Background: an optimization exercise with open tools, aiming at small area, a short achievable clock period and few clock cycles per item. Do not read the settings as production practice. Function was checked by simulation only, so behaviour that the tests miss may differ from the original. Power is estimated from default activity; no workload was simulated.

Design hall_sensor_sector_decoder_top, start of the top module:
module hall_sensor_sector_decoder_top (
	input  logic               clk,
	input  logic               arst_n,
	input  logic               samples_valid,
	output logic               samples_ready,
	input  logic               samples_hall_a,
	input  logic               samples_hall_b,
	input  logic               samples_hall_c,
	input  logic [31:0]        samples_now_us,
	output logic               results_valid,
	input  logic               results_ready,
	output logic signed [3:0]  results_sector,
	output logic signed [31:0] results_electric_rotations,
	output logic signed [9:0]  results_angle_count,
	output logic signed [31:0] results_mech_turns,
	output logic               results_direction,
	output logic [31:0]        results_period_us,
	output logic [31:0]        results_edge_time_us,
	output logic               results_sequence_valid,
	input  logic               cfg_valid,
	output logic               cfg_ready,
	input  logic               cfg_sel,
	input  logic [31:0]        cfg_data
);
For scale: about 2,400 cells after synthesis, ~220 I/O pins, about 17,000 µm² of cells after synthesis.
Settings: LEC_CHECK=0, CAP_MARGIN=20, CORE_MARGIN=2, CORE_UTILIZATION=55, PLACE_DENSITY=0.75, SETUP_SLACK_MARGIN=3.0, SLEW_MARGIN=20; clock period 6.0 ns.
standard.sh (not shown) runs the stock make flow with config.mk's settings and CLKGATE_MAP_FILE= SYNTH_SCRIPT=/design/flow/synth_recipe.tcl, a recipe that flattens the netlist after the stock synthesis.
==> flow/flow/run.sh <==
#!/bin/bash
# Layout flow: the standard synthesis, then its combinational logic remapped by ABC
# for delay (registers, their names and cell types untouched), then the standard
# layout from that netlist. Each tool's output goes to a log file here.
set -euo pipefail
R=orfs/results/${FLOW_PLATFORM}/hall_sensor_sector_decoder_top/base
YOSYS=${FLOW_HOME}/../tools/install/yosys/bin/yosys
LIB=${FLOW_HOME}/platforms/sky130hd/lib/sky130_fd_sc_hd__tt_025C_1v80.lib

bash standard.sh synth > synth.log 2>&1
cp $R/1_2_yosys.v standard_1_2_yosys.v

sed -e "s#@LIB@#$LIB#g" -e "s#@IN@#standard_1_2_yosys.v#g" -e "s#@OUT@#remapped.v#g" \
	-e "s#@SCRIPT@#$PWD/flow/delay.abc#g" -e "s#@TOP@#${FLOW_TOP}#g" flow/remap.ys > remap_run.ys
$YOSYS -l remap.log -q remap_run.ys > /dev/null 2>&1

cp remapped.v $R/1_2_yosys.v
rm -f $R/1_synth.odb $R/1_synth.sdc
bash standard.sh > layout.log 2>&1
Other scripts of this flow, unchanged in this note and not shown: flow/flow/delay.abc, flow/flow/remap.ys
The starting point finished clean.
Testbench counts at the start, summed over its fixed seeds: cycles 17,205, items 16,000.
==> next run, changes <==
--- a/flow/config.mk
+++ b/flow/config.mk
@@ -11,3 +11,3 @@
 export PLACE_DENSITY = 0.75
-export SETUP_SLACK_MARGIN = 3.0
+export SETUP_SLACK_MARGIN = 2.5
 export SLEW_MARGIN = 20
Effect:
- clock power shrinks by about 4%
- cell area went down by 8.2%
- worst setup slack got worse by 0.50 ns
- power shrinks by 7.7%
- area after synthesis is unchanged
==> next run, changes <==
--- a/flow/config.mk
+++ b/flow/config.mk
@@ -9,4 +9,4 @@
 export CORE_MARGIN = 2
-export CORE_UTILIZATION = 55
-export PLACE_DENSITY = 0.75
+export CORE_UTILIZATION = 40
+export PLACE_DENSITY = 0.6
 export SETUP_SLACK_MARGIN = 2.5
After rerunning: Worst setup slack got worse by 0.0067 ns. Via count shrinks by 2.5%. Sequential share of layout area drops by 0.57 points. Synthesized area does not change. Power rises by about 2.4%. Global-route usage is lower by 7.2 points. Clock-buffer cell count is higher by 7. Critical path depth stays the same.
==> next run, changes <==
--- a/flow/config.mk
+++ b/flow/config.mk
@@ -9,5 +9,5 @@
 export CORE_MARGIN = 2
-export CORE_UTILIZATION = 40
-export PLACE_DENSITY = 0.6
-export SETUP_SLACK_MARGIN = 2.5
+export CORE_UTILIZATION = 55
+export PLACE_DENSITY = 0.75
+export SETUP_SLACK_MARGIN = 2.75
 export SLEW_MARGIN = 20
After rerunning: Via count came out higher by a few percent. Sequential power hardly moves. Worst setup slack gets better by 0.34 ns. Hold slack is about the same. Power went up slightly. Die area drops by a quarter to a third.
==> next run, changes <==
--- a/flow/config.mk
+++ b/flow/config.mk
@@ -9,5 +9,5 @@
 export CORE_MARGIN = 2
-export CORE_UTILIZATION = 55
-export PLACE_DENSITY = 0.75
-export SETUP_SLACK_MARGIN = 2.75
+export CORE_UTILIZATION = 65
+export PLACE_DENSITY = 0.85
+export SETUP_SLACK_MARGIN = 2.5
 export SLEW_MARGIN = 20
What happened: Combinational power decreases by a few percent. Worst hold slack is better by 0.0063 ns. Cell count went down by a few percent. Power is lower by a few percent. Synthesized cell count does not change. Clock skew hardly moves. Sequential cell count stays the same. Global-route usage came out higher by 6.9 points.

-- re-timing with driven ports --
In the flow no input, the clock included, has a driving cell. The finished layouts below were timed again as built, in two steps.
Step 1 (the two cells are an assumption about what drives the block):
set clk [get_ports {clk}]
set_driving_cell -lib_cell sky130_fd_sc_hd__clkbuf_16 $clk
set_driving_cell -lib_cell sky130_fd_sc_hd__buf_2 [delete_from_list [all_inputs] $clk]
Step 2 also shifts input and output timing later by t, the mid clock arrival at the registers, as if the neighbouring blocks saw the same clock.
Slacks: ideal / step 1 / step 2; pairs: ideal / step 1.
run | t, ns | setup slack, ns | worst data-port slew with drivers (ns)
the first run | 0.595 | 2.946 / 2.911 / 2.518 | 0.07
the second run | 0.595 | 2.442 / 2.411 / 1.964 | 0.07
the third run | 0.620 | 2.435 / 2.401 / 2.097 | 0.08
the fourth run | 0.599 | 2.778 / 2.725 / 2.250 | 0.08
the fifth run | 0.595 | 2.526 / 2.530 / 1.948 | 0.08
After both steps setup and hold are still met in every run listed. For the fifth run, which loses most, drivers alone change the setup slack by +0.004 ns; drivers and shift together by -0.578 ns.
